This design comes from an exercise in tuning for small area, a short achievable clock period and few clock cycles per item on the open sky130 flow, not from production work. RTL that was checked went through simulation tests only; none was proved equivalent to the original. The RTL of runs 6 and 7 was laid out without a check of its function. Power figures rest on the tool's default switching activity, not on a simulated workload.

===== flow/design.v =====
package sbs_pkg;
  localparam int MaxSigLen  = 48;
  localparam int SigRegs    = 6;
  localparam int SigRegW    = 64;
  localparam int LenBits    = 6;
  localparam int OffsetBits = 32;
  localparam int CfgIdxW    = 3;
endpackage
import sbs_pkg::*;
module sbs_cfg (
  input  logic                                clk_i,
  input  logic                                rst_ni,
  input  logic                                cfg_we_i,
  input  logic [sbs_pkg::CfgIdxW-1:0]         cfg_index_i,
  input  logic [sbs_pkg::SigRegW-1:0]         cfg_data_i,
  output logic [sbs_pkg::MaxSigLen-1:0][7:0]  sig_o,      
  output logic [sbs_pkg::MaxSigLen-1:0]       wild_o,     
  output logic [5:0]                          lm1_hi_o,   
  output logic [7:0]                          lm1_lo_o    
);
  logic [SigRegs-1:0][SigRegW-1:0] sig_q;
  logic [MaxSigLen-1:0]            wild_q;
  logic                            init_q;     
  logic [SigRegW-1:0]              wdata;
  logic [5:0]                      lm1_hi_q;
  logic [7:0]                      lm1_lo_q;
  logic [LenBits-1:0]              lm1_d;
  always_comb begin
    if (cfg_data_i[LenBits-1:0] == '0) begin
      lm1_d = 6'd0;
    end else if (cfg_data_i[LenBits-1:0] > 6'd48) begin
      lm1_d = 6'd47;
    end else begin
      lm1_d = cfg_data_i[LenBits-1:0] - 6'd1;
    end
  end
  assign wdata = init_q ? '0 : cfg_data_i;
  always_ff @(posedge clk_i) begin
    for (int r = 0; r < SigRegs; r++) begin
      if (init_q || (cfg_we_i && cfg_index_i == 3'(r))) sig_q[r] <= wdata;
    end
    if (init_q || (cfg_we_i && cfg_index_i == 3'd6)) wild_q <= wdata[MaxSigLen-1:0];
  end
  always_ff @(posedge clk_i or negedge rst_ni) begin
    if (!rst_ni) begin
      init_q    <= 1'b1;
      lm1_hi_q  <= 6'b000001;
      lm1_lo_q  <= 8'b00000001;
    end else begin
      init_q <= 1'b0;
      if (cfg_we_i && cfg_index_i == 3'd7) begin
        lm1_hi_q <= 6'b000001 << lm1_d[5:3];
        lm1_lo_q <= 8'b00000001 << lm1_d[2:0];
      end
    end
  end
  assign sig_o    = sig_q;
  assign wild_o   = wild_q;
  assign lm1_hi_o = lm1_hi_q;
  assign lm1_lo_o = lm1_lo_q;
endmodule
import sbs_pkg::*;
module sbs_match (
  input  logic                                clk_i,
  input  logic                                rst_ni,
  input  logic                                step_i,      
  input  logic [7:0]                          byte_i,
  input  logic                                last_i,
  input  logic [sbs_pkg::MaxSigLen-1:0][7:0]  sig_i,
  input  logic [sbs_pkg::MaxSigLen-1:0]       wild_i,
  input  logic [5:0]                          lm1_hi_i,    
  input  logic [7:0]                          lm1_lo_i,    
  output logic                                end_o        
);
  logic [MaxSigLen-1:0]  st_q, st_d, pos_ok;
  logic [5:0]            grp_end;       
  logic                  first_q;       
  always_comb begin
    for (int j = 0; j < MaxSigLen; j++) begin
      pos_ok[j] = wild_i[j] || (byte_i == sig_i[j]);
    end
    st_d[0] = pos_ok[0];
    for (int j = 1; j < MaxSigLen; j++) begin
      st_d[j] = pos_ok[j] && st_q[j-1] && !first_q;
    end
  end
  always_ff @(posedge clk_i) begin
    if (step_i) begin
      st_q <= st_d;
    end
  end
  always_ff @(posedge clk_i or negedge rst_ni) begin
    if (!rst_ni) begin
      first_q <= 1'b1;
    end else if (step_i) begin
      first_q <= last_i;
    end
  end
  always_comb begin
    for (int h = 0; h < 6; h++) begin
      grp_end[h] = lm1_hi_i[h] && |(st_q[8*h +: 8] & lm1_lo_i);
    end
  end
  assign end_o = |grp_end;
endmodule
module wildcard_byte_signature_scanner (
  input  logic                           clk_i,
  input  logic                           rst_ni,
  input  logic                           cfg_we_i,
  input  logic [sbs_pkg::CfgIdxW-1:0]    cfg_index_i,
  input  logic [sbs_pkg::SigRegW-1:0]    cfg_data_i,
  input  logic                           in_valid_i,
  output logic                           in_stall_o,
  input  logic [7:0]                     data_byte_i,
  input  logic                           region_last_i,
  output logic                           out_valid_o,
  input  logic                           out_stall_i,
  output logic                           found_o,
  output logic [sbs_pkg::OffsetBits-1:0] match_offset_o
);
  logic [sbs_pkg::MaxSigLen-1:0][7:0] sig;
  logic [sbs_pkg::MaxSigLen-1:0]      wild;
  logic [5:0]                         lm1_hi;
  logic [7:0]                         lm1_lo;
  logic        take;           
  logic        in_valid_q;     
  logic [7:0]  byte_q;
  logic        last_a_q;
  logic        step;           
  logic        held_q;         
  logic        last_q;         
  logic        reported_q;     
  logic        eval;           
  logic        match_end;
  logic        hit;
  logic        produce;
  logic        stall_q;
  logic        in_valid_d;
  logic        held_d;
  logic        out_valid_d;
  logic        out_valid_q;
  logic        found_q;
  assign take = in_valid_i && !stall_q;
  assign eval = held_q && !out_valid_q;
  assign step = in_valid_q && (!held_q || eval);
  sbs_cfg u_cfg (
    .clk_i       (clk_i),
    .rst_ni      (rst_ni),
    .cfg_we_i    (cfg_we_i),
    .cfg_index_i (cfg_index_i),
    .cfg_data_i  (cfg_data_i),
    .sig_o       (sig),
    .wild_o      (wild),
    .lm1_hi_o    (lm1_hi),
    .lm1_lo_o    (lm1_lo)
  );
  sbs_match u_match (
    .clk_i    (clk_i),
    .rst_ni   (rst_ni),
    .step_i   (step),
    .byte_i   (byte_q),
    .last_i   (last_a_q),
    .sig_i    (sig),
    .wild_i   (wild),
    .lm1_hi_i (lm1_hi),
    .lm1_lo_i (lm1_lo),
    .end_o    (match_end)
  );
  logic [31:0] ofs_init;       
  logic [31:0] ofs_sat;        
  logic        sat_next;       
  logic        first_c_q;      
  logic        sat_q;          
  logic [31:0] ofs_q;
  logic        lo_ok, hi_ok;
  always_comb begin
    ofs_init = '0;
    for (int l = 1; l < 8; l++) if (lm1_lo[l]) ofs_init[2:0] = ofs_init[2:0] | 3'(8 - l);
    for (int h = 0; h < 6; h++) begin
      if (lm1_hi[h]) ofs_init[5:3] = ofs_init[5:3] | (lm1_lo[0] ? 3'((8 - h) % 8) : 3'(7 - h));
    end
    ofs_init[31:6] = {26{!(lm1_hi[0] && lm1_lo[0])}};
    ofs_sat = {26'h3ffffff, 6'd0};
    for (int l = 0; l < 8; l++) if (lm1_lo[l]) ofs_sat[2:0] = ofs_sat[2:0] | 3'((14 - l) % 8);
    for (int h = 0; h < 6; h++) begin
      if (lm1_hi[h]) ofs_sat[5:3] = ofs_sat[5:3] | (lm1_lo[7] ? 3'(6 - h) : 3'(7 - h));
    end
    lo_ok = 1'b0;
    for (int l = 0; l < 8; l++) begin
      if (lm1_lo[l] && ofs_q[2:0] == 3'((13 - l) % 8)) lo_ok = 1'b1;
    end
    hi_ok = 1'b0;
    for (int h = 0; h < 6; h++) begin
      if (lm1_hi[h] && ofs_q[5:3] == ((lm1_lo[6] || lm1_lo[7]) ? 3'(6 - h) : 3'(7 - h))) hi_ok = 1'b1;
    end
    sat_next = (&ofs_q[31:6]) && lo_ok && hi_ok;
  end
  always_ff @(posedge clk_i) begin
    if (eval) begin
      if (last_q && !hit) begin
        ofs_q <= 32'd0;
      end else if (first_c_q) begin
        ofs_q <= ofs_init;
      end else if (sat_q) begin
        ofs_q <= ofs_sat;
      end else begin
        ofs_q <= ofs_q + 32'd1;
      end
      sat_q <= !first_c_q && (sat_q || sat_next);
    end
  end
  assign hit         = match_end && !reported_q;
  assign produce     = hit || (last_q && !reported_q);
  assign in_valid_d  = take || (in_valid_q && !step);
  assign held_d      = step || (held_q && !eval);
  assign out_valid_d = eval ? produce : (out_valid_q && out_stall_i);
  always_ff @(posedge clk_i or negedge rst_ni) begin
    if (!rst_ni) begin
      in_valid_q  <= 1'b0;
      held_q      <= 1'b0;
      first_c_q   <= 1'b1;
      reported_q  <= 1'b0;
      out_valid_q <= 1'b0;
      stall_q     <= 1'b0;
    end else begin
      in_valid_q  <= in_valid_d;
      held_q      <= held_d;
      out_valid_q <= out_valid_d;
      stall_q     <= in_valid_d && held_d && out_valid_d;
      if (eval) begin
        first_c_q  <= last_q;
        reported_q <= !last_q && (reported_q || hit);
      end
    end
  end
  always_ff @(posedge clk_i) begin
    if (!stall_q) begin
      byte_q   <= data_byte_i;
      last_a_q <= region_last_i;
    end
    if (step) begin
      last_q <= last_a_q;
    end
    if (eval) begin
      found_q <= hit;
    end
  end
  assign in_stall_o     = stall_q;
  assign out_valid_o    = out_valid_q;
  assign found_o        = found_q;
  assign match_offset_o = ofs_q;
endmodule

===== flow/flow/run.sh =====
#!/bin/bash
set -euo pipefail
export BUFFER_PORTS_ARGS="-buffer_cell sky130_fd_sc_hd__buf_2"
export CTS_ARGS="-sink_clustering_enable -repair_clock_nets -dont_use_dummy_load -sink_clustering_size 40 -sink_clustering_max_diameter 60"
bash standard.sh > standard_flow.log 2>&1

===== flow/standard.sh =====
#!/bin/bash
# synth_recipe.tcl (not shown) runs the flow's synth.tcl, then flattens the netlist and writes it again
# the make line also repeats each setting of config.mk as NAME=value (left out here)
make -C /OpenROAD-flow-scripts/flow DESIGN_CONFIG=/design/flow/config.mk WORK_HOME=/design/flow/orfs CLKGATE_MAP_FILE= SYNTH_SCRIPT=/design/flow/synth_recipe.tcl "${@:-finish}"

===== flow/config.mk =====
export PLATFORM = sky130hd
export DESIGN_NAME = wildcard_byte_signature_scanner
export DESIGN_NICKNAME = wildcard_byte_signature_scanner
export VERILOG_FILES = /design/flow/design.v
export SDC_FILE = /design/flow/constraint.sdc
export NUM_CORES = 4
export LEC_CHECK = 0
export ABC_CLOCK_PERIOD_IN_PS = 2200
export CAP_MARGIN = 50
export CORE_MARGIN = 2
export CORE_UTILIZATION = 60
export CTS_CLUSTER_DIAMETER = 80
export CTS_CLUSTER_SIZE = 30
export SETUP_SLACK_MARGIN = 3.3
export SLEW_MARGIN = 50

===== flow/constraint.sdc =====
create_clock -name core_clock -period 5.5 [get_ports {clk_i}]
set_input_delay 1.1000 -clock core_clock [delete_from_list [all_inputs] [get_ports {clk_i}]]
set_output_delay 1.1000 -clock core_clock [all_outputs]
set_load 0.01 [all_outputs]

==> results of run 1 <==
-- logic make-up (layout without fill, tap and decap cells) --
group | Yosys count | after routing | synth area share (%)
simple gates | 372 | 372 | 9.18
xor+xnor | 404 | 404 | 14.8
mux | 19 | 19 | 0.816
fa+ha+maj | 9 | 9 | 0.460
other cells | 1 | 2 | 0.0157
buf+inv | 115 | 259 | 2.06
flops | 546 | 546 | 68.1
compound gates | 165 | 168 | 4.56
-- power breakdown --
group,leakage (nW),internal (mW),switching (mW)
Clock,0.468,1.23,1.28
Sequential,5.67,5.31,0.480
Combinational,4.00,1.24,1.81
Total,10.1,7.77,3.57
-- worst max-delay path by stage --
| stage | to | slack, ps | from | cells after the start |
|---|---|---|---|---|
| 6_report | ofs_q[31] | 3240 | ofs_q[7] | 6 |
| 5_1_grt | ofs_q[31] | 3180 | ofs_q[7] | 6 |
| 4_1_cts | match_offset_o[11] | 3200 | ofs_q[11] | 1 |
| 3_5_place_dp | u_cfg.lm1_hi_q[4] | 2800 | cfg_data_i[0] | 5 |
| 3_3_place_gp | u_cfg.sig_q[251] | 2730 | cfg_we_i | 3 |
| 2_1_floorplan | u_cfg.lm1_hi_q[1] | 2980 | cfg_data_i[1] | 5 |
-- area by class of cell --
type                            count  area [um^2]
Sequential cell                   546        16300
Fill cell                        2728        12500
Multi-Input combinational cell    973         7540
Timing Repair Buffer              198         1540
Clock buffer                       38          951
Tap cell                          525          657
Inverter                           23         86.3
Antenna cell                        1         2.50
-- registers in the layout (all words and copies together), names as in the netlist --
signal and count:
u_cfg.sig_q 384, u_cfg.wild_q 48, u_match.st_q 48, ofs_q 32, byte_q 8, u_cfg.lm1_lo_q 8, u_cfg.lm1_hi_q 6, first_c_q 1
found_q 1, held_q 1, in_valid_q 1, last_a_q 1, last_q 1, out_valid_q 1, reported_q 1, sat_q 1
stall_q 1, u_cfg.init_q 1, u_match.first_q 1
-- synthesized netlist by cell type (all sizes together), types with 15 or more instances --
cell type  instances
edfxtp           524
xor2             383
nor4             106
a21oi             72
nor2b             63
clkbuf            50
nor3b             49
nand2             43
buf               42
nor2              34
a22oi             25
inv               23
xnor2             21
dfrtp             17
mux2i             15
nor3              15
-- stage by stage --
step	hold slack (ps)	setup WS (ps)	instances	total power, mW
6_report	519	3240	2304	11.3
5_1_grt	535	3180	2303	11.8
4_1_cts	503	3200	2294	11.2
3_5_place_dp	497	2800	2210	8.49
3_3_place_gp	486	2730	2194	8.38
2_1_floorplan	420	2980	1631	7.52
-- metal layers --
layer  wire, um  vias to the layer above  global-route usage, %
li1           -                     6280                      -
met1      24800                     7097                   39.9
met2      28800                      490                   47.6
met3       3520                       98                   3.77
met4       1640                        0                   9.07
met5          0                        -                      0
-- what timing repair did --
item / in CTS / in global routing
endpoints found under the setup margin: 116 / 77
gates resized for setup: 23 / 30
gates cloned: 1 / 2
pin swaps: 2 / 3
buffers inserted: 45 / 6
==> flow_summary.toml, run 1 <==
[outcome]
status = "timing/DRC/antenna clean"

[routing]
ant_nets = 0
via_per_inst = 6.06
wirelength_um = 58800
firstDrtPassIters = 6
wl_per_cell_um = 25.5
drc_errors = 0
num_vias = 14000
drt_iter0_markers = 1314

[worst_setup_path]
crit_path_cell_trace = "buf_4 -> nand4_4 -> or4_4 -> or4_1 -> mux2i_1 -> nor2_1"
critPathMaxStageDelay_ps = 560
regToRegStartpoint = "ofs_q[7]"
critPathRequiredTime_ps = 5790
crit_buf_inv = 1
worstPathMaxFanout = 4
r2r-end = "ofs_q[31]"
arrival_ps = 2560
critPathKind = "reg -> reg"
r2r_setup_slack_ps = 3240
critPathTopFamily = "simple AND/OR/NAND/NOR gates"
endpoint_kind = "register"
reg2reg_depth = 6
worst_path_max_delay_cell = "or4_4"
start_kind = "register"

[synth]
ys_warn_count = 3
syn_area_mm2 = 0.0239
synth_nets = 1720
synth_area_leaders = "edfxtp_1 (66%), xor2_1 (14%), nor4_1 (2.8%)"
yosysTopAreaCell = "edfxtp_1"
synthFlopType = "edfxtp_1"
ys_types = 61
yosys_register_bits = 546
async_flop_share_pct = 4.03
ys_seq_area_share_pct = 68.1
synth.avg_cell_area_um2 = 14.7
synth_edf_count = 524
synth_top_area_share_pct = 65.8
syn_inst = 1631

[floorplan]
fp.coreArea_mm2 = 0.0395
die_area_mm2 = 0.0415
dieWidth_um = 204
rows = 73
die_h_um = 204
initial_core_util_pct = 60.5
io_pins = 116

[global_routing]
grt_usage_pct = 28.7
grt_pass1_wl_um = 86800
antenna_found_initial = 0
grt_max_degree = 51
first_global_vias = 13600
overflow = 0

[layout]
final_cell_mix = "edfxtp_1 (524), xor2_1 (383), buf_2 (113)"
drive_above_1_share_pct = 18.8
finish.utilization_pct = 68.5
nNetsFinal = 1869
finalInstanceArea_mm2 = 0.0271
syn2layout_area_growth_pct = 13.2
mostFrequentLayoutCell = "edfxtp_1"

[power]
power.leakage_nw = 10.1
vdd_drop_max_uv = 257
power.density_mw_per_mm2 = 419

[worst_hold_path]
worstHoldPathType = "in -> async"

[timing]
max_freq_ghz = 0.442
relSlewSlack_pct = 48.4
min_period_over_period_pct = 41.2
clock_skew_ps = 42.7
finalSetupViolCount = 0
final.setup.tns_ps = 0
worstMarginPinSlew_ps = 772
hold_violations = 0
finalMaxSlewViolations = 0
rsz0062_at_grt = "true"
period_needed_ps = 2260

[job]
max_cap_viol_count = 0

[placement]
hpwl_um = 36900
gp_congestion = 0.884
placed_area_mm2 = 0.0254
port_buffers = 115

[clock_tree]
numCtsBuffers = 38
ctsRootBufferMaster = "clkbuf_16"
htreeDepth = 2
clk_pin_slew_ps = 70
clock-sinks = 546
hold_buffers = 0
cts_buffer_depth = 3
cts_tree = "done"
clkLatencyLatePin_ps = 580
Testbench counts, summed over its fixed seeds: cycles 52,290, bytes 52,011.
==> inputs of run 2 (changes only) <==
--- a/flow/config.mk
+++ b/flow/config.mk
@@ -5,10 +5,10 @@
 export SDC_FILE = /design/flow/constraint.sdc
 export NUM_CORES = 4
 export LEC_CHECK = 0
-export ABC_CLOCK_PERIOD_IN_PS = 2200
+export ABC_CLOCK_PERIOD_IN_PS = 2500
 export CAP_MARGIN = 50
 export CORE_MARGIN = 2
-export CORE_UTILIZATION = 60
+export CORE_UTILIZATION = 55
 export CTS_CLUSTER_DIAMETER = 80
 export CTS_CLUSTER_SIZE = 30
 export SETUP_SLACK_MARGIN = 3.3
==> run 2 against run 1 <==
  * Via count rose by 0.11%
  * Power rose by 0.77%
  * Clock power rose by 2%
==> flow_summary.toml, run 2 <==
[worst_setup_path]
reg2reg_depth = 5
critPathTopFamily = "flip-flops"
critPathKind = "reg -> out"
r2r_setup_slack_ps = 3310
crit_buf_inv = 1
regToRegStartpoint = "ofs_q[13]"
critPathMaxStageDelay_ps = 460
worst_path_max_delay_cell = "edfxtp_1"
crit_path_cell_trace = "buf_2"
r2r-end = "ofs_q[31]"
arrival_ps = 1180
worstPathMaxFanout = 4
start_kind = "register"
endpoint_kind = "primary output"
critPathRequiredTime_ps = 4400

[timing]
max_freq_ghz = 0.438
rsz0062_at_grt = "true"
finalSetupViolCount = 0
hold_violations = 0
finalMaxSlewViolations = 0
clock_skew_ps = 47.8
worstMarginPinSlew_ps = 729
period_needed_ps = 2280
whs_ps = 497
final.setup.tns_ps = 0
min_period_over_period_pct = 41.5
relSlewSlack_pct = 51.2

[floorplan]
initial_core_util_pct = 55.6
dieWidth_um = 213
io_pins = 116
rows = 76
die_h_um = 213
die_area_mm2 = 0.0452
fp.coreArea_mm2 = 0.0430

[synth]
synth_nets = 1720
synth.avg_cell_area_um2 = 14.7
ys_warn_count = 3
ys_seq_area_share_pct = 68.1
synthFlopType = "edfxtp_1"
synth_edf_count = 524
synth_common_cells = "edfxtp_1 (524), xor2_1 (383), nor4_1 (106)"
ys_types = 61
yosysMostFrequentCell = "edfxtp_1"
syn_area_mm2 = 0.0239
synth_area_leaders = "edfxtp_1 (66%), xor2_1 (14%), nor4_1 (2.8%)"
synth_top_area_share_pct = 65.8
yosys_register_bits = 546
syn_inst = 1631
yosysTopAreaCell = "edfxtp_1"
async_flop_share_pct = 4.03

[placement]
hpwl_um = 37300
port_buffers = 115
gp_congestion = 0.864

[global_routing]
first_global_vias = 13700
grt_max_degree = 51
grt_usage_pct = 27.1
antenna_found_initial = 3
grt_pass1_wl_um = 88300
overflow = 0

[layout]
ff_latch_area_mm2 = 0.0163
mostFrequentLayoutCell = "edfxtp_1"
drive_above_1_share_pct = 18.9
fillerInstances = 3249
largest_register_ffs = 384
nNetsFinal = 1878
regMostFlops = "u_cfg.sig_q"
syn2layout_area_growth_pct = 13.5
final_cell_mix = "edfxtp_1 (524), xor2_1 (383), buf_2 (114)"
multi_input_area_mm2 = 0.00756
reg_top3 = "u_cfg.sig_q x384, u_cfg.wild_q x48, u_match.st_q x48"

[routing]
via_per_inst = 5.89
wl_met2_um = 29200
top_layer_used = "met4"
wl_per_cell_um = 25.8
wl_met3_um = 3550
firstDrtPassIters = 7
drc_errors = 0
num_vias = 14000
drt_iter0_markers = 1274
drt-met1-wl_um = 26900
ant_nets = 0
wirelength_um = 61200

[power]
vdd_drop_max_uv = 352
power.leakage_nw = 10.2
power_switching_share_pct = 31.6
seqPwrFrac_pct = 50.6
power.density_mw_per_mm2 = 421
combPwrFrac_pct = 27.0
clockPowerShare_pct = 22.4
switching_power_mw = 3.61
p_int_mw = 7.82

[clock_tree]
clk_pin_slew_ps = 60
cts_buffer_depth = 3
clock-sinks = 546
htreeDepth = 2
ctsRootBufferMaster = "clkbuf_16"
numCtsBuffers = 39
hold_buffers = 0
clkLatencyLatePin_ps = 580
cts_tree = "done"

[job]
max_cap_viol_count = 0

[worst_hold_path]
worstHoldStart = "last_a_q"
whs_path_depth = 0
whs_endpoint = "last_q"
worstHoldPathType = "reg -> reg"

[outcome]
status = "timing/DRC/antenna clean"
[run 2: cell counts after synthesis]
Identical to the previous run, type by type.
[run 2: per-stage QoR]
stage | util [%] | instances | power (mW) | worst slack, ps | area, um^2
floorplan | - | 1631 | 7.52 | 2980 | 24000
global placement | 58.5 | 2258 | 8.43 | 2660 | 25100
detailed placement | 59.2 | 2270 | 8.52 | 2610 | 25400
CTS | 62.5 | 2356 | 11.3 | 3190 | 26900
global route | 63.2 | 2372 | 12.0 | 3160 | 27200
finish | 63.2 | 2373 | 11.4 | 3220 | 27200
[run 2: worst max path at each step]
stage	from	to	cells after the start
after floorplan	cfg_data_i[1]	u_cfg.lm1_hi_q[1]	5
after CTS	ofs_q[15]	match_offset_o[15]	1
after global routing	ofs_q[15]	match_offset_o[15]	1
after global placement	cfg_we_i	u_cfg.sig_q[237]	4
final	ofs_q[15]	match_offset_o[15]	1
after detailed placement	cfg_we_i	u_cfg.sig_q[236]	4
[run 2: what timing repair did]
item / in CTS / in global routing
endpoints found under the setup margin: 239 / 150
gates cloned: 2 / 3
pin swaps: 3 / 8
gates resized for setup: 21 / 25
buffers inserted: 45 / 13
[run 2: final cells by class]
type | instances | area share, %
clock buffer | 39 | 3.59
multi-input combinational | 975 | 27.8
antenna | 1 | 0.00921
timing repair buffer | 204 | 5.47
inverter | 23 | 0.318
sequential | 546 | 60.1
tap | 585 | 2.70
[run 2: power groups by stage]
stage               clock [mW]  combinational, mW  sequential [mW]
CTS                       2.60               2.96             5.78
floorplan                    0               1.80             5.72
global route              2.74               3.37             5.85
global placement             0               2.43             5.99
finish                    2.56               3.09             5.79
detailed placement           0               2.52             5.99
[run 2: logic make-up after synthesis]
family | share of synthesized area, %
compound gates | 4.56
mux | 0.816
xor+xnor | 14.8
other cells | 0.0157
fa+ha+maj | 0.460
simple gates | 9.18
flops | 68.1
buf+inv | 2.06
[run 2: metal layers]
| metal | GRT usage (%) | vias up |
|---|---|---|
| met5 | 0 | - |
| met4 | 7.23 | 0 |
| met3 | 3.93 | 93 |
| met2 | 44.1 | 453 |
| met1 | 38.7 | 7132 |
| li1 | - | 6303 |
[run 2: worst register-to-register path, cell delays in order (launching register included)]
cell and delay [ps]:
edfxtp_1 410, nand3_1 210, or4_4 590, or4_4 510
mux2i_1 170, nor2_1 60
==> inputs of run 3 (changes only) <==
--- a/flow/config.mk
+++ b/flow/config.mk
@@ -6,10 +6,10 @@
 export NUM_CORES = 4
 export LEC_CHECK = 0
 export ABC_CLOCK_PERIOD_IN_PS = 2500
-export CAP_MARGIN = 50
+export CAP_MARGIN = 30
 export CORE_MARGIN = 2
-export CORE_UTILIZATION = 55
+export CORE_UTILIZATION = 60
 export CTS_CLUSTER_DIAMETER = 80
 export CTS_CLUSTER_SIZE = 30
-export SETUP_SLACK_MARGIN = 3.3
-export SLEW_MARGIN = 50
+export SETUP_SLACK_MARGIN = 3.25
+export SLEW_MARGIN = 25
==> run 3 against run 2 <==
  * Still clean on timing, DRC and antenna
  * Clock power shrank 2%
  * Die area shrank 8.2%
  * Global-route usage grew 2.2 points
  * Core utilization grew 5.0 points
  * Critical path depth grew 2
  * Wire length grew 0.24%
  * Synthesized area is the same
  * Clock-buffer cell count shrank 1
  * Maximum frequency is essentially flat
  * Final cell count shrank 2.2%
  * Sequential share of layout area grew 0.44 points
  * Register-to-register slack is essentially flat
  * Critical path type is now in -> reg
==> flow_summary.toml, run 3 <==
[clock_tree]
hold_buffers = 0
clkLatencyLatePin_ps = 580
numCtsBuffers = 38
cts_tree = "done"
htreeDepth = 2
ctsRootBufferMaster = "clkbuf_16"
clock-sinks = 546
cts_buffer_depth = 3
clk_pin_slew_ps = 70

[routing]
via_per_inst = 6.09
firstDrtPassIters = 9
wirelength_um = 61300
drt_iter0_markers = 1431
wl_per_cell_um = 26.4
drc_errors = 0
num_vias = 14100
ant_nets = 0

[worst_setup_path]
critPathTopFamily = "compound AO/OA/AOI/OAI gates"
critPathRequiredTime_ps = 5700
reg2reg_depth = 7
crit_buf_inv = 1
critPathKind = "in -> reg"
critPathMaxStageDelay_ps = 640
crit_path_cell_trace = "buf_2 -> nor2b_4 -> a31o_2"
worst_path_max_delay_cell = "a31o_2"
endpoint_kind = "register"
arrival_ps = 2480
r2r_setup_slack_ps = 3310
worstPathMaxFanout = 16
start_kind = "input port"
r2r-end = "ofs_q[0]"
regToRegStartpoint = "u_cfg.lm1_lo_q[0]"

[synth]
yosys_register_bits = 546
synth_xor_xnor_area_share_pct = 14.8
synth_area_leaders = "edfxtp_1 (66%), xor2_1 (14%), nor4_1 (2.8%)"
synth_compound_area_share_pct = 4.56
yosysTopAreaCell = "edfxtp_1"
ys_seq_area_share_pct = 68.1
yosysMostFrequentCell = "edfxtp_1"
syn_inst = 1631
synth.avg_cell_area_um2 = 14.7
syn_area_mm2 = 0.0239
ys_warn_count = 3
synth_top_family_by_area = "XOR/XNOR gates"
synth-adder-area-share_pct = 0.460
synth_top_area_share_pct = 65.8
synth_mux_area_share_pct = 0.816
async_flop_share_pct = 4.03
synthFlopType = "edfxtp_1"
synth_common_cells = "edfxtp_1 (524), xor2_1 (383), nor4_1 (106)"
synth-simple-area-share_pct = 9.18
ys_types = 61
synth_edf_count = 524
synth_nets = 1720

[global_routing]
grt_max_degree = 51
first_global_vias = 13600
antenna_found_initial = 1
grt_usage_pct = 29.4
overflow = 0
grt_pass1_wl_um = 88200

[timing]
final.setup.tns_ps = 0
hold_violations = 0
finalMaxSlewViolations = 0
whs_ps = 481
worstMarginPinSlew_ps = 987
clock_skew_ps = 51.7
rsz0062_at_grt = "true"
max_freq_ghz = 0.438
finalSetupViolCount = 0
min_period_over_period_pct = 41.5
period_needed_ps = 2280
relSlewSlack_pct = 34.1
setup_ws_ps = 3220

[power]
power_switching_share_pct = 31.3
p_int_mw = 7.76
combPwrFrac_pct = 26.8
power.density_mw_per_mm2 = 419
vdd_drop_max_uv = 224
seqPwrFrac_pct = 51.0
power.leakage_nw = 10.1
switching_power_mw = 3.53
clockPowerShare_pct = 22.2

[placement]
pre_cts_slack_ps = 2350
hpwl_um = 35300
gp_congestion = 0.852
dp_cells = 2201
port_buffers = 115
placed_area_mm2 = 0.0250

[outcome]
status = "timing/DRC/antenna clean"

[floorplan]
rows = 73
die_area_mm2 = 0.0415
initial_core_util_pct = 60.5
io_pins = 116
dieWidth_um = 204
fp.coreArea_mm2 = 0.0395
die_h_um = 204

[worst_hold_path]
worstHoldStart = "last_a_q"
whs_endpoint = "last_q"
whs_path_depth = 0
worstHoldPathType = "reg -> reg"

[layout]
fin_cells = 2320
n_antenna_cell = 0
nNetsFinal = 1886
regMostFlops = "u_cfg.sig_q"
drive_above_1_share_pct = 17.0
final_cell_mix = "edfxtp_1 (524), xor2_1 (383), buf_2 (115)"
mostFrequentLayoutCell = "edfxtp_1"
syn2layout_area_growth_pct = 12.7
finalInstanceArea_mm2 = 0.0270
largest_register_ffs = 384
reg_top3 = "u_cfg.sig_q x384, u_cfg.wild_q x48, u_match.st_q x48"

[job]
max_cap_viol_count = 0
run 3: cells by family (layout without fill, tap and decap cells):
logic type | Yosys count | count (layout)
mux | 19 | 19
buf+inv | 115 | 268
simple gates | 372 | 372
flops | 546 | 546
fa+ha+maj | 9 | 9
xor+xnor | 404 | 404
compound gates | 165 | 176
other cells | 1 | 1
run 3: routing by layer:
metal | track usage (%) | wire (um) | share of wire (%) | vias to the layer above
met5 | 0 | 11 | 0.018 | -
met3 | 3.72 | 4140 | 6.8 | 105
met1 | 41.2 | 25600 | 42 | 7130
li1 | - | - | - | 6330
met4 | 9.70 | 1680 | 2.7 | 2
met2 | 48.2 | 29900 | 49 | 568
run 3: how the worst max path moves through the flow:
stage,startpoint,slack [ps],to,depth (start not counted)
3_3_place_gp,u_cfg.init_q,2430,u_cfg.wild_q[47],3
4_1_cts,cfg_we_i,3050,u_cfg.sig_q[2],3
6_report,cfg_we_i,3220,u_cfg.sig_q[238],3
3_5_place_dp,u_cfg.init_q,2350,u_cfg.wild_q[36],3
5_1_grt,cfg_we_i,3190,u_cfg.sig_q[234],3
2_1_floorplan,cfg_we_i,2880,u_cfg.sig_q[192],2
run 3: stage by stage:
step                      power, mW  utilization [%]
after floorplan                7.52                -
after global placement         8.31             63.1
after detailed placement       8.40             63.3
after CTS                      11.2             67.1
after global routing           11.8             68.2
final                          11.3             68.2
run 3: layout make-up:
type                            instances  area (um^2)
Fill cell                            2781        12600
Tap cell                              525          657
Timing Repair Buffer                  207         1440
Multi-Input combinational cell        981         7510
Clock buffer                           38          951
Sequential cell                       546        16300
Inverter                               23         86.3
run 3: repair_timing:
action,CTS,global route
cloned,7,5
pin swaps,4,7
setup endpoints to repair,561,170
resized for setup,36,23
buffers inserted,41,26
run 3: power groups by stage:
stage	sequential [mW]	clock (mW)	combinational, mW
2_1_floorplan	5.72	0	1.80
3_3_place_gp	5.95	0	2.37
3_5_place_dp	5.97	0	2.43
4_1_cts	5.75	2.55	2.86
5_1_grt	5.82	2.68	3.28
6_report	5.76	2.50	3.03
==> inputs of run 4 (changes only) <==
--- a/flow/config.mk
+++ b/flow/config.mk
@@ -11,5 +11,5 @@
 export CORE_UTILIZATION = 60
 export CTS_CLUSTER_DIAMETER = 80
 export CTS_CLUSTER_SIZE = 30
-export SETUP_SLACK_MARGIN = 3.25
+export SETUP_SLACK_MARGIN = 3.4
 export SLEW_MARGIN = 25
==> run 4 against run 3 <==
  * Still clean
  * Via count about the same
  * Non-clock buffer count rose by 15
  * Power is 3.6% higher
  * Synthesized area unchanged
  * Setup slack gained 29 ps
  * Maximum frequency rose by 1.3%
  * Final cell count is 0.43% higher
==> flow_summary.toml, run 4 <==
[routing]
ant_nets = 0
firstDrtPassIters = 5
wl_per_cell_um = 25.8
num_vias = 14100
drt_iter0_markers = 1398
drc_errors = 0
wirelength_um = 60100
via_per_inst = 6.07

[synth]
ys_warn_count = 3
synth_top_area_share_pct = 65.8
ys_seq_area_share_pct = 68.1
async_flop_share_pct = 4.03
syn_inst = 1631
yosysMostFrequentCell = "edfxtp_1"
ys_types = 61
synth_common_cells = "edfxtp_1 (524), xor2_1 (383), nor4_1 (106)"
yosys_register_bits = 546
syn_area_mm2 = 0.0239
synth_nets = 1720
synthFlopType = "edfxtp_1"
yosysTopAreaCell = "edfxtp_1"
synth_area_leaders = "edfxtp_1 (66%), xor2_1 (14%), nor4_1 (2.8%)"
synth_edf_count = 524
synth.avg_cell_area_um2 = 14.7

[layout]
regMostFlops = "u_cfg.sig_q"
ff_latch_area_mm2 = 0.0163
n_antenna_cell = 0
syn2layout_area_growth_pct = 15.3
largest_register_ffs = 384
final_cell_mix = "edfxtp_1 (524), xor2_1 (383), buf_2 (110)"
mostFrequentLayoutCell = "edfxtp_1"
multi_input_area_mm2 = 0.00788
reg_top3 = "u_cfg.sig_q x384, u_cfg.wild_q x48, u_match.st_q x48"
nNetsFinal = 1896
fin_cells = 2330
fillerInstances = 2716
drive_above_1_share_pct = 21.7

[placement]
port_buffers = 115
dp_cells = 2202
gp_congestion = 0.879
hpwl_um = 35600

[worst_hold_path]
whs_path_depth = 0
worstHoldStart = "last_a_q"
whs_endpoint = "last_q"
worstHoldPathType = "reg -> reg"

[power]
power.leakage_nw = 10.3
switching_power_mw = 3.74
p_int_mw = 7.96
p_total_mw = 11.7
vdd_drop_max_uv = 272
clockPowerShare_pct = 21.7
power_switching_share_pct = 32.0
power.density_mw_per_mm2 = 424
seqPwrFrac_pct = 49.2
combPwrFrac_pct = 29.1

[timing]
period_needed_ps = 2250
min_period_over_period_pct = 41.0
max_freq_ghz = 0.444
relSlewSlack_pct = 33.3
whs_ps = 484
clock_skew_ps = 58.4
hold_violations = 0
worstMarginPinSlew_ps = 998
final.setup.tns_ps = 0
finalMaxSlewViolations = 0
rsz0062_at_grt = "true"
finalSetupViolCount = 0

[worst_setup_path]
critPathRequiredTime_ps = 5740
start_kind = "input port"
regToRegStartpoint = "u_cfg.lm1_lo_q[0]"
critPathKind = "in -> reg"
critPathMaxStageDelay_ps = 460
r2r-end = "ofs_q[2]"
endpoint_kind = "register"
worstPathMaxFanout = 40
arrival_ps = 2490
worst_path_max_delay_cell = "a31o_4"
reg2reg_depth = 7
r2r_setup_slack_ps = 3330
crit_path_cell_trace = "buf_2 -> nor2b_4 -> a31o_4 -> buf_12"

[global_routing]
overflow = 0
grt_max_degree = 65
grt_pass1_wl_um = 85400
antenna_found_initial = 1
first_global_vias = 13500
grt_usage_pct = 28.2

[clock_tree]
cts_tree = "done"
cts_buffer_depth = 3
ctsRootBufferMaster = "clkbuf_16"
clk_pin_slew_ps = 70
clock-sinks = 546
htreeDepth = 2
numCtsBuffers = 39
clkLatencyLatePin_ps = 580

[floorplan]
die_h_um = 204
fp.coreArea_mm2 = 0.0395
dieWidth_um = 204
initial_core_util_pct = 60.5
rows = 73
io_pins = 116
die_area_mm2 = 0.0415

[job]
max_cap_viol_count = 0

[outcome]
status = "timing/DRC/antenna clean"
## run 4: cell counts after synthesis
No cell type changed its count.
## run 4: metrics by stage
| step | util (%) | setup WS [ps] | cell area (um^2) |
|---|---|---|---|
| final | 69.7 | 3250 | 27600 |
| after global routing | 69.7 | 3220 | 27600 |
| after CTS | 67.7 | 3220 | 26800 |
| after detailed placement | 63.5 | 2610 | 25100 |
| after global placement | 63.3 | 2660 | 25000 |
| after floorplan | - | 2980 | 24000 |
## run 4: per-layer routing
metal | vias to the layer above | share of wire (%) | global-route usage, % | wire [um]
met5 | - | 0.020 | 0 | 12
met4 | 2 | 2.2 | 6.31 | 1300
met3 | 78 | 6.4 | 3.61 | 3840
met2 | 537 | 49 | 46.6 | 29200
met1 | 7177 | 43 | 40.4 | 25700
li1 | 6340 | - | - | -
## run 4: worst max path at each step
stage,slack (ps),cells after the start,endpoint,startpoint
detailed placement,2610,4,u_cfg.sig_q[239],cfg_we_i
global placement,2660,4,u_cfg.sig_q[238],cfg_we_i
global route,3220,4,u_cfg.sig_q[111],cfg_we_i
finish,3250,4,u_cfg.sig_q[111],cfg_we_i
floorplan,2980,5,u_cfg.lm1_hi_q[1],cfg_data_i[1]
CTS,3220,1,match_offset_o[6],ofs_q[6]
## run 4: power by group through the flow
stage / combinational (mW) / sequential, mW / clock [mW]
final: 3.40 / 5.76 / 2.54
after global routing: 3.65 / 5.81 / 2.71
after CTS: 2.99 / 5.74 / 2.58
after detailed placement: 2.46 / 5.97 / 0
after global placement: 2.40 / 5.96 / 0
after floorplan: 1.80 / 5.72 / 0
## run 4: cell type report
class	instances	share of cell area [%]
multi-input cells	975	28.6
flip-flops and latches	546	59.1
repair buffers	222	6.05
well taps	525	2.38
clock buffers	39	3.54
inverters	23	0.331
## run 4: timing repair
action,in CTS,in global routing
setup buffers,56,24
resized for setup,54,104
gates cloned,2,4
hold buffers,0,0
setup endpoints to repair,762,214
pin swaps,9,24
## run 4: kinds of logic after synthesis
family                   count (synthesis)  share of synthesized area, %
other                                    1                        0.0157
XOR/XNOR                               404                          14.8
AO/OA/AOI/OAI                          165                          4.56
AND/OR/NAND/NOR                        372                          9.18
multiplexers                            19                         0.816
buffers and inverters                  115                          2.06
adder cells (fa/ha/maj)                  9                         0.460
flip-flops                             546                          68.1
## run 4: critical path, delay by kind of cell
family          cells  cell delay [ps]
buf+inv             2              500
compound gates      1              460
simple gates        1              330
==> inputs of run 5 (changes only) <==
--- a/flow/config.mk
+++ b/flow/config.mk
@@ -11,5 +11,5 @@
 export CORE_UTILIZATION = 60
 export CTS_CLUSTER_DIAMETER = 80
 export CTS_CLUSTER_SIZE = 30
-export SETUP_SLACK_MARGIN = 3.4
+export SETUP_SLACK_MARGIN = 3.3
 export SLEW_MARGIN = 25
==> run 5 against run 4 <==
  * Design area shrank 1.8%
  * Worst hold slack improved by 25 ps
  * Die area unchanged
  * Synthesized cell count is the same
  * First-iteration DRC count is 11% lower
  * Wire length shrank 0.59%
  * Clock-buffer cell count unchanged
  * Synthesized area unchanged
  * Clock power about the same
  * Critical endpoint is now match_offset_o[12]
  * Largest power group unchanged
==> flow_summary.toml, run 5 <==
[outcome]
status = "timing/DRC/antenna clean"

[clock_tree]
clock-sinks = 546
htreeDepth = 2
numCtsBuffers = 39
ctsRootBufferMaster = "clkbuf_16"
clk_pin_slew_ps = 60
cts_buffer_depth = 3
hold_buffers = 0
clkLatencyLatePin_ps = 590
cts_tree = "done"

[synth]
synth_xor_xnor_area_share_pct = 14.8
synth.avg_cell_area_um2 = 14.7
synth_mux_area_share_pct = 0.816
ys_seq_area_share_pct = 68.1
syn_area_mm2 = 0.0239
synthFlopType = "edfxtp_1"
ys_warn_count = 3
synth_top_area_share_pct = 65.8
syn_inst = 1631
synth_compound_area_share_pct = 4.56
yosysTopAreaCell = "edfxtp_1"
ys_types = 61
synth_nets = 1720
synth-simple-area-share_pct = 9.18
synth_top_family_by_area = "XOR/XNOR gates"
yosys_register_bits = 546
yosysMostFrequentCell = "edfxtp_1"
synth_area_leaders = "edfxtp_1 (66%), xor2_1 (14%), nor4_1 (2.8%)"
synth_common_cells = "edfxtp_1 (524), xor2_1 (383), nor4_1 (106)"
async_flop_share_pct = 4.03
synth_edf_count = 524
synth-adder-area-share_pct = 0.460

[routing]
firstDrtPassIters = 5
ant_nets = 0
top_layer_used = "met4"
wl_met3_um = 3440
drc_errors = 0
drt_iter0_markers = 1251
drt-met1-wl_um = 25600
wl_met2_um = 28800
wl_per_cell_um = 25.8
via_per_inst = 6.07
num_vias = 14100
wirelength_um = 59700

[worst_setup_path]
worstPathMaxFanout = 4
crit_cells = 1
critPathKind = "reg -> out"
critPathMaxStageDelay_ps = 450
r2r-end = "ofs_q[31]"
crit_buf_inv = 1
start_kind = "register"
reg2reg_depth = 6
crit_path_cell_trace = "buf_2"
regToRegStartpoint = "ofs_q[12]"
critPathTopFamily = "flip-flops"
endpoint_kind = "primary output"
arrival_ps = 1170
r2r_setup_slack_ps = 3300
worst_path_max_delay_cell = "edfxtp_1"
critPathRequiredTime_ps = 4400

[timing]
relSlewSlack_pct = 31.5
period_needed_ps = 2270
hold_violations = 0
finalMaxSlewViolations = 0
finalSetupViolCount = 0
max_freq_ghz = 0.440
final.setup.tns_ps = 0
clock_skew_ps = 40.7
setup_ws_ps = 3230
min_period_over_period_pct = 41.4
worstMarginPinSlew_ps = 1020
rsz0062_at_grt = "true"

[global_routing]
first_global_vias = 13600
antenna_found_initial = 0
grt_max_degree = 65
grt_pass1_wl_um = 86700
overflow = 0
grt_usage_pct = 28.6

[layout]
regMostFlops = "u_cfg.sig_q"
multi_input_area_mm2 = 0.00758
fillerInstances = 2725
mostFrequentLayoutCell = "edfxtp_1"
finish.utilization_pct = 68.5
final_cell_mix = "edfxtp_1 (524), xor2_1 (383), buf_2 (115)"
nNetsFinal = 1881
n_antenna_cell = 0
drive_above_1_share_pct = 18.4
syn2layout_area_growth_pct = 13.3
fin_cells = 2315
largest_register_ffs = 384
ff_latch_area_mm2 = 0.0163
reg_top3 = "u_cfg.sig_q x384, u_cfg.wild_q x48, u_match.st_q x48"

[placement]
pre_cts_slack_ps = 2710
hpwl_um = 36000
port_buffers = 115
dp_cells = 2201
gp_congestion = 0.884

[power]
power.leakage_nw = 10.1
vdd_drop_max_uv = 243
power.density_mw_per_mm2 = 424

[floorplan]
die_area_mm2 = 0.0415
dieWidth_um = 204
fp.coreArea_mm2 = 0.0395
io_pins = 116
rows = 73
initial_core_util_pct = 60.5
die_h_um = 204

[job]
max_cap_viol_count = 0

[worst_hold_path]
worstHoldPathType = "in -> async"
[run 5: power by group]
group	switching, mW	total (mW)	internal (mW)
Combinational	1.85	3.14	1.29
Sequential	0.489	5.80	5.31
Clock	1.29	2.55	1.26
[run 5: final cells by class]
class	instances	area share (%)
clock buffers	39	3.60
inverters	23	0.319
repair buffers	207	5.47
well taps	525	2.42
multi-input cells	975	28.0
flip-flops and latches	546	60.2
[run 5: kinds of logic (layout without fill, tap and decap cells)]
group,after synthesis,in the layout
AO/OA/AOI/OAI,165,169
XOR/XNOR,404,404
adder cells (fa/ha/maj),9,9
buffers and inverters,115,269
flip-flops,546,546
multiplexers,19,19
other,1,1
AND/OR/NAND/NOR,372,373
[run 5: how the worst max path moves through the flow]
stage,to,from
after global routing,match_offset_o[12],ofs_q[12]
after global placement,u_cfg.sig_q[251],cfg_we_i
final,match_offset_o[12],ofs_q[12]
after CTS,u_cfg.sig_q[92],u_cfg.init_q
after floorplan,u_cfg.lm1_hi_q[1],cfg_data_i[1]
after detailed placement,u_cfg.sig_q[124],cfg_we_i
[run 5: stage by stage]
step	hold slack (ps)	power, mW	cell area [um^2]
CTS	506	11.3	26600
global placement	486	8.38	25000
detailed placement	491	8.46	25100
finish	509	11.5	27100
global route	542	12.0	27100
floorplan	420	7.52	24000
[run 5: metal layers]
metal	GRT usage (%)	vias to the layer above
met3	3.34	118
li1	-	6300
met5	0	-
met4	9.05	0
met1	40.5	7160
met2	46.8	483
[run 5: what timing repair did]
action	in CTS	in global routing
gates resized for setup	31	54
cloned	2	3
buffers inserted	44	23
pin swaps	3	8
setup endpoints to repair	524	288
==> inputs of run 6 (changes only) <==
--- a/flow/design.v
+++ b/flow/design.v
@@ -123,10 +123,6 @@
   logic [5:0]                         lm1_hi;
   logic [7:0]                         lm1_lo;
   logic        take;           
-  logic        in_valid_q;     
-  logic [7:0]  byte_q;
-  logic        last_a_q;
-  logic        step;           
   logic        held_q;         
   logic        last_q;         
   logic        reported_q;     
@@ -135,14 +131,12 @@
   logic        hit;
   logic        produce;
   logic        stall_q;
-  logic        in_valid_d;
   logic        held_d;
   logic        out_valid_d;
   logic        out_valid_q;
   logic        found_q;
   assign take = in_valid_i && !stall_q;
   assign eval = held_q && !out_valid_q;
-  assign step = in_valid_q && (!held_q || eval);
   sbs_cfg u_cfg (
     .clk_i       (clk_i),
     .rst_ni      (rst_ni),
@@ -157,9 +151,9 @@
   sbs_match u_match (
     .clk_i    (clk_i),
     .rst_ni   (rst_ni),
-    .step_i   (step),
-    .byte_i   (byte_q),
-    .last_i   (last_a_q),
+    .step_i   (take),
+    .byte_i   (data_byte_i),
+    .last_i   (region_last_i),
     .sig_i    (sig),
     .wild_i   (wild),
     .lm1_hi_i (lm1_hi),
@@ -211,22 +205,19 @@
   end
   assign hit         = match_end && !reported_q;
   assign produce     = hit || (last_q && !reported_q);
-  assign in_valid_d  = take || (in_valid_q && !step);
-  assign held_d      = step || (held_q && !eval);
+  assign held_d      = take || (held_q && !eval);
   assign out_valid_d = eval ? produce : (out_valid_q && out_stall_i);
   always_ff @(posedge clk_i or negedge rst_ni) begin
     if (!rst_ni) begin
-      in_valid_q  <= 1'b0;
       held_q      <= 1'b0;
       first_c_q   <= 1'b1;
       reported_q  <= 1'b0;
       out_valid_q <= 1'b0;
       stall_q     <= 1'b0;
     end else begin
-      in_valid_q  <= in_valid_d;
       held_q      <= held_d;
       out_valid_q <= out_valid_d;
-      stall_q     <= in_valid_d && held_d && out_valid_d;
+      stall_q     <= held_d && out_valid_d;
       if (eval) begin
         first_c_q  <= last_q;
         reported_q <= !last_q && (reported_q || hit);
@@ -234,12 +225,8 @@
     end
   end
   always_ff @(posedge clk_i) begin
-    if (!stall_q) begin
-      byte_q   <= data_byte_i;
-      last_a_q <= region_last_i;
-    end
-    if (step) begin
-      last_q <= last_a_q;
+    if (take) begin
+      last_q <= region_last_i;
     end
     if (eval) begin
       found_q <= hit;
--- a/flow/config.mk
+++ b/flow/config.mk
@@ -6,10 +6,10 @@
 export NUM_CORES = 4
 export LEC_CHECK = 0
 export ABC_CLOCK_PERIOD_IN_PS = 2500
-export CAP_MARGIN = 30
+export CAP_MARGIN = 50
 export CORE_MARGIN = 2
 export CORE_UTILIZATION = 60
 export CTS_CLUSTER_DIAMETER = 80
 export CTS_CLUSTER_SIZE = 30
 export SETUP_SLACK_MARGIN = 3.3
-export SLEW_MARGIN = 25
+export SLEW_MARGIN = 50
==> run 6 against run 5 <==
  * Still clean
  * Design area increased by 0.33%
  * Via count about the same
  * Die area decreased by 1.5%
  * Maximum frequency about the same
  * Critical path depth unchanged
  * Global-route usage increased by 1.2 points
  * Register-to-register slack improved by 20 ps
  * Clock-buffer cell count decreased by 2
  * Critical endpoint is now match_offset_o[13]
==> flow_summary.toml, run 6 <==
[worst_setup_path]
crit_path_cell_trace = "buf_2"
critPathKind = "reg -> out"
worstPathMaxFanout = 3
start_kind = "register"
worst_path_max_delay_cell = "edfxtp_1"
critPathTopFamily = "flip-flops"
endpoint_kind = "primary output"
arrival_ps = 1180
critPathRequiredTime_ps = 4400
critPathMaxStageDelay_ps = 440
crit_buf_inv = 1

[power]
power.density_mw_per_mm2 = 369
power.leakage_nw = 10.2
vdd_drop_max_uv = 284

[global_routing]
first_global_vias = 13500
overflow = 0
grt_usage_pct = 29.8
grt_pass1_wl_um = 88500
antenna_found_initial = 0
grt_max_degree = 52

[synth]
synth_top_area_share_pct = 65.6
synth_edf_count = 515
ys_seq_area_share_pct = 67.9
synth_nets = 1688
yosysTopAreaCell = "edfxtp_1"
ys_warn_count = 3
syn_inst = 1599
synth_area_leaders = "edfxtp_1 (66%), xor2_1 (15%), nor4_1 (2.8%)"
syn_area_mm2 = 0.0236
synthFlopType = "edfxtp_1"
async_flop_share_pct = 3.92
synth.avg_cell_area_um2 = 14.7
yosysMostFrequentCell = "edfxtp_1"
ys_types = 67
yosys_register_bits = 536
synth_common_cells = "edfxtp_1 (515), xor2_1 (395), nor4_1 (107)"

[timing]
min_period_over_period_pct = 41.4
final.setup.tns_ps = 0
setup_ws_ps = 3220
worstMarginPinSlew_ps = 726
period_needed_ps = 2280
finalSetupViolCount = 0
relSlewSlack_pct = 51.5
finalMaxSlewViolations = 0
rsz0062_at_grt = "true"
clock_skew_ps = 45.6
max_freq_ghz = 0.439
hold_violations = 0

[floorplan]
initial_core_util_pct = 60.8
rows = 72
die_h_um = 202
die_area_mm2 = 0.0409
io_pins = 116
fp.coreArea_mm2 = 0.0387
dieWidth_um = 202

[layout]
multi_input_area_mm2 = 0.00766
n_antenna_cell = 0
final_cell_mix = "edfxtp_1 (515), xor2_1 (395), buf_2 (107)"
syn2layout_area_growth_pct = 15.4
reg_top3 = "u_cfg.sig_q x384, u_cfg.wild_q x48, u_match.st_q x48"
nNetsFinal = 1874
mostFrequentLayoutCell = "edfxtp_1"
fillerInstances = 2642
drive_above_1_share_pct = 21.8
regMostFlops = "u_cfg.sig_q"
finalInstanceArea_mm2 = 0.0272
largest_register_ffs = 384
ff_latch_area_mm2 = 0.0160

[worst_hold_path]
worstHoldPathType = "reg -> reg"

[placement]
pre_cts_slack_ps = 1980
gp_congestion = 0.840
port_buffers = 115
hpwl_um = 38200
placed_area_mm2 = 0.0250

[routing]
ant_nets = 0
drc_errors = 0
firstDrtPassIters = 6
num_vias = 14100
wirelength_um = 60900
via_per_inst = 6.11
drt_iter0_markers = 1383
wl_per_cell_um = 26.5

[clock_tree]
clock-sinks = 536
cts_buffer_depth = 3
htreeDepth = 2
clkLatencyLatePin_ps = 580
clk_pin_slew_ps = 70
numCtsBuffers = 37
cts_tree = "done"
ctsRootBufferMaster = "clkbuf_16"

[outcome]
status = "timing/DRC/antenna clean"

[job]
max_cap_viol_count = 0
[run 6: cell count changes after synthesis, sizes merged, moves of 5 or more]
cell	change
edfxtp	-9
mux2i	-8
xor2	+12
nand2	-5
xnor2	-5
nor2	-11
or3	-9
a21oi	+10
[run 6: cell type report]
cell class | instances | area share, %
flip-flops and latches | 536 | 58.9
well taps | 518 | 2.38
inverters | 21 | 0.290
clock buffers | 37 | 3.41
repair buffers | 230 | 6.80
multi-input cells | 959 | 28.2
[run 6: cell families (layout without fill, tap and decap cells)]
group | count (synthesis) | after routing | synth area share (%)
flops | 536 | 536 | 67.9
buf+inv | 110 | 288 | 1.98
simple gates | 349 | 349 | 9.10
fa+ha+maj | 9 | 9 | 0.467
xor+xnor | 411 | 411 | 15.3
compound gates | 172 | 178 | 4.77
other cells | 1 | 1 | 0.0159
mux | 11 | 11 | 0.489
[run 6: layer usage]
| layer | vias up | track usage, % | routed length, um |
|---|---|---|---|
| li1 | 6248 | - | - |
| met4 | 0 | 8.11 | 1660 |
| met1 | 7153 | 43.1 | 25800 |
| met3 | 79 | 4.63 | 4430 |
| met2 | 576 | 47.6 | 29000 |
| met5 | - | 0 | 0 |
[run 6: power by group]
part	switching [mW]	internal [mW]	total (mW)
Sequential	0.364	5.06	5.42
Clock	1.29	1.19	2.49
Combinational	1.23	0.899	2.13
[run 6: worst paths after layout]
check | start | to | slack, ps | cells after the start
min in group asynchronous | rst_ni | stall_q | 490 | 1
worst max-delay path | ofs_q[13] | match_offset_o[13] | 3220 | 1
worst max register to register | u_cfg.lm1_lo_q[5] | ofs_q[12] | 3320 | 6
worst min register to register | last_q | reported_q | 470 | 1
worst min-delay path | last_q | reported_q | 470 | 1
max in group asynchronous | rst_ni | u_cfg.lm1_lo_q[7] | 4610 | 1
[run 6: through the flow]
step / util (%) / instances / total power, mW / hold slack (ps)
2_1_floorplan: - / 1599 / 6.52 / 436
5_1_grt: 70.2 / 2301 / 10.4 / 480
6_report: 70.2 / 2301 / 10.0 / 475
4_1_cts: 68.3 / 2254 / 9.86 / 465
3_3_place_gp: 63.6 / 2163 / 7.10 / 460
3_5_place_dp: 64.4 / 2174 / 7.17 / 459
[run 6: what timing repair did]
action	CTS	global route
setup endpoints to repair	175	118
gates resized for setup	49	71
hold buffers	0	0
buffers inserted	40	44
gates cloned	3	3
pin swaps	5	13
[run 6: worst reg2reg max path: cells and delay by family (launching register included)]
family | cells | cell delay [ps]
AOI/OAI and AO/OA | 4 | 980
DFF | 1 | 500
and+or+nand+nor | 1 | 260
buffers and inverters | 1 | 180
==> inputs of run 7 (changes only) <==
--- a/flow/config.mk
+++ b/flow/config.mk
@@ -6,10 +6,10 @@
 export NUM_CORES = 4
 export LEC_CHECK = 0
 export ABC_CLOCK_PERIOD_IN_PS = 2500
-export CAP_MARGIN = 50
+export CAP_MARGIN = 30
 export CORE_MARGIN = 2
 export CORE_UTILIZATION = 60
 export CTS_CLUSTER_DIAMETER = 80
 export CTS_CLUSTER_SIZE = 30
 export SETUP_SLACK_MARGIN = 3.3
-export SLEW_MARGIN = 50
+export SLEW_MARGIN = 25
==> run 7 against run 6 <==
  * Still clean
  * Synthesized cell count unchanged
  * Global-route usage about the same
  * Wire length shrank 0.21%
  * Combinational power about the same
  * Die area unchanged
  * Setup slack lost 8.3 ps
  * Non-clock buffer count fell by 12
  * Via count down 1.1%
  * Critical path type is now in -> reg
==> flow_summary.toml, run 7 <==
[layout]
mostFrequentLayoutCell = "edfxtp_1"
largest_register_ffs = 384
nNetsFinal = 1863
syn2layout_area_growth_pct = 14.7
n_antenna_cell = 0
reg_top3 = "u_cfg.sig_q x384, u_cfg.wild_q x48, u_match.st_q x48"
final_cell_mix = "edfxtp_1 (515), xor2_1 (395), buf_2 (106)"
regMostFlops = "u_cfg.sig_q"
drive_above_1_share_pct = 20.5

[clock_tree]
clk_pin_slew_ps = 80
htreeDepth = 2
ctsRootBufferMaster = "clkbuf_16"
clkLatencyLatePin_ps = 570
cts_buffer_depth = 3
cts_tree = "done"
numCtsBuffers = 37
clock-sinks = 536

[power]
power.leakage_nw = 10.1
p_total_mw = 10.0
vdd_drop_max_uv = 328
power.density_mw_per_mm2 = 371

[timing]
finalSetupViolCount = 0
worstMarginPinSlew_ps = 1080
final.setup.tns_ps = 0
finalMaxSlewViolations = 0
max_freq_ghz = 0.438
min_period_over_period_pct = 41.5
relSlewSlack_pct = 28.0
hold_violations = 0
period_needed_ps = 2280
clock_skew_ps = 43.8
rsz0062_at_grt = "true"

[worst_setup_path]
crit_path_cell_trace = "buf_2 -> nor2_4 -> a31o_4 -> buf_12"
critPathMaxStageDelay_ps = 580
critPathRequiredTime_ps = 5730
worst_path_max_delay_cell = "a31o_4"
critPathTopFamily = "compound AO/OA/AOI/OAI gates"
crit_buf_inv = 2
worstPathMaxFanout = 34
arrival_ps = 2520
start_kind = "input port"
critPathKind = "in -> reg"
endpoint_kind = "register"

[routing]
drt_iter0_markers = 1339
firstDrtPassIters = 5
drc_errors = 0
wirelength_um = 60800
ant_nets = 0
wl_per_cell_um = 26.5
via_per_inst = 6.07
num_vias = 13900

[placement]
port_buffers = 115
hpwl_um = 37200
gp_congestion = 0.840

[global_routing]
grt_pass1_wl_um = 88100
grt_max_degree = 65
first_global_vias = 13400
overflow = 0
antenna_found_initial = 0
grt_usage_pct = 29.8

[floorplan]
die_area_mm2 = 0.0409
io_pins = 116
fp.coreArea_mm2 = 0.0387
rows = 72
initial_core_util_pct = 60.8
die_h_um = 202
dieWidth_um = 202

[synth]
ys_seq_area_share_pct = 67.9
ys_warn_count = 3
syn_area_mm2 = 0.0236
synthFlopType = "edfxtp_1"
synth_nets = 1688
synth_top_area_share_pct = 65.6
yosysTopAreaCell = "edfxtp_1"
synth_common_cells = "edfxtp_1 (515), xor2_1 (395), nor4_1 (107)"
yosysMostFrequentCell = "edfxtp_1"
yosys_register_bits = 536
ys_types = 67
syn_inst = 1599
async_flop_share_pct = 3.92
synth.avg_cell_area_um2 = 14.7
synth_area_leaders = "edfxtp_1 (66%), xor2_1 (15%), nor4_1 (2.8%)"
synth_edf_count = 515

[job]
max_cap_viol_count = 0

[worst_hold_path]
worstHoldPathType = "in -> async"

[outcome]
status = "timing/DRC/antenna clean"
-- run 7: cell counts after synthesis --
No cell type changed its count.
-- run 7: area by class of cell --
class,count,area (um^2)
Multi-Input combinational cell,960,7650
Fill cell,2663,11700
Timing Repair Buffer,218,1710
Clock buffer,37,926
Inverter,21,78.8
Sequential cell,536,16000
Tap cell,518,648
-- run 7: logic make-up (layout without fill, tap and decap cells) --
| family | after synthesis | count (layout) | share of synthesized area, % |
|---|---|---|---|
| AO/OA/AOI/OAI | 172 | 179 | 4.77 |
| XOR/XNOR | 411 | 411 | 15.3 |
| adder cells (fa/ha/maj) | 9 | 9 | 0.467 |
| buffers and inverters | 110 | 276 | 1.98 |
| flip-flops | 536 | 536 | 67.9 |
| multiplexers | 11 | 11 | 0.489 |
| other | 1 | 1 | 0.0159 |
| AND/OR/NAND/NOR | 349 | 349 | 9.10 |
-- run 7: final timing paths --
check,start,end,slack [ps],depth (start not counted)
worst min register to register,last_q,reported_q,490,1
min in group core_clock,last_q,reported_q,490,1
worst max register to register,u_cfg.init_q,u_cfg.sig_q[279],3310,2
max in group asynchronous,rst_ni,u_cfg.lm1_lo_q[6],4600,1
worst max-delay path,cfg_index_i[1],u_cfg.sig_q[279],3220,4
worst min-delay path,rst_ni,out_valid_q,490,1
-- run 7: worst reg2reg max path: cells and delay by family (launching register included) --
kind	cells	cell delay, ps
flops	1	940
buf+inv	1	320
compound gates	1	570
-- run 7: stage by stage --
step | setup WS (ps) | instances | area (um^2) | hold WS, ps | utilization (%)
2_1_floorplan | 2980 | 1599 | 23900 | 436 | -
3_3_place_gp | 1990 | 2163 | 24700 | 460 | 63.6
3_5_place_dp | 1980 | 2168 | 24800 | 459 | 63.9
4_1_cts | 3150 | 2249 | 26300 | 478 | 68.0
5_1_grt | 3170 | 2290 | 27000 | 502 | 69.8
6_report | 3220 | 2290 | 27000 | 492 | 69.8
-- run 7: timing repair --
action / CTS / global route
buffers inserted: 39 / 38
pin swaps: 7 / 17
setup endpoints to repair: 683 / 401
hold buffers: 0 / 0
gates resized for setup: 68 / 70
cloned: 5 / 2
-- run 7: power breakdown --
part / total, mW / switching (mW) / internal, mW
clock: 2.47 / 1.27 / 1.19
sequential: 5.41 / 0.351 / 5.06
combinational: 2.15 / 1.25 / 0.902
-- run 7: per-layer routing --
layer  part of all wire, %  track usage (%)  routed length [um]
met1                    42             42.5               25300
met3                   7.8             5.87                4730
met5                     0                0                   0
met2                    48             48.0               29400
met4                   2.1             6.60                1270

port drivers added, routing unchanged:
The results above use ideal ports. As a check the final layouts listed here were re-extracted and re-timed, cells and wires unchanged.
Step 1 (the two cells are an assumption about what drives the block):
set clk [get_ports {clk_i}]
set_driving_cell -lib_cell sky130_fd_sc_hd__clkbuf_16 $clk
set_driving_cell -lib_cell sky130_fd_sc_hd__buf_2 [delete_from_list [all_inputs] $clk]
Step 2 adds t to the input delays and takes it off the output delays; t is the mean of the earliest and latest rising clock arrival at the registers after step 1. Input paths then give back, and output paths get back, about the clock's delay inside the block.
a / b / c = ideal ports / drivers / drivers and shift; a / b = the first two.
run	shift t [ns]	slack for setup (ns)	worst setup path at the end	clock arrival spread, ns	worst slew at a driven data input, ns
run 1	0.611	3.236 / 3.183 / 2.792	input to register	0.043 / 0.043	0.04
run 2	0.617	3.217 / 3.157 / 2.704	input to register	0.053 / 0.054	0.04
run 3	0.615	3.217 / 3.189 / 2.622	input to register	0.053 / 0.053	0.06
run 4	0.609	3.245 / 3.194 / 2.670	input to register	0.064 / 0.064	0.08
run 5	0.619	3.226 / 3.167 / 2.699	input to register	0.052 / 0.051	0.04
run 6	0.616	3.224 / 3.168 / 2.698	input to register	0.048 / 0.048	0.06
run 7	0.611	3.215 / 3.174 / 2.634	input to register	0.057 / 0.057	0.06
After both steps setup and hold are still met in every run listed. For run 3, which loses most, drivers alone change the setup slack by -0.028 ns; drivers and shift together by -0.595 ns.
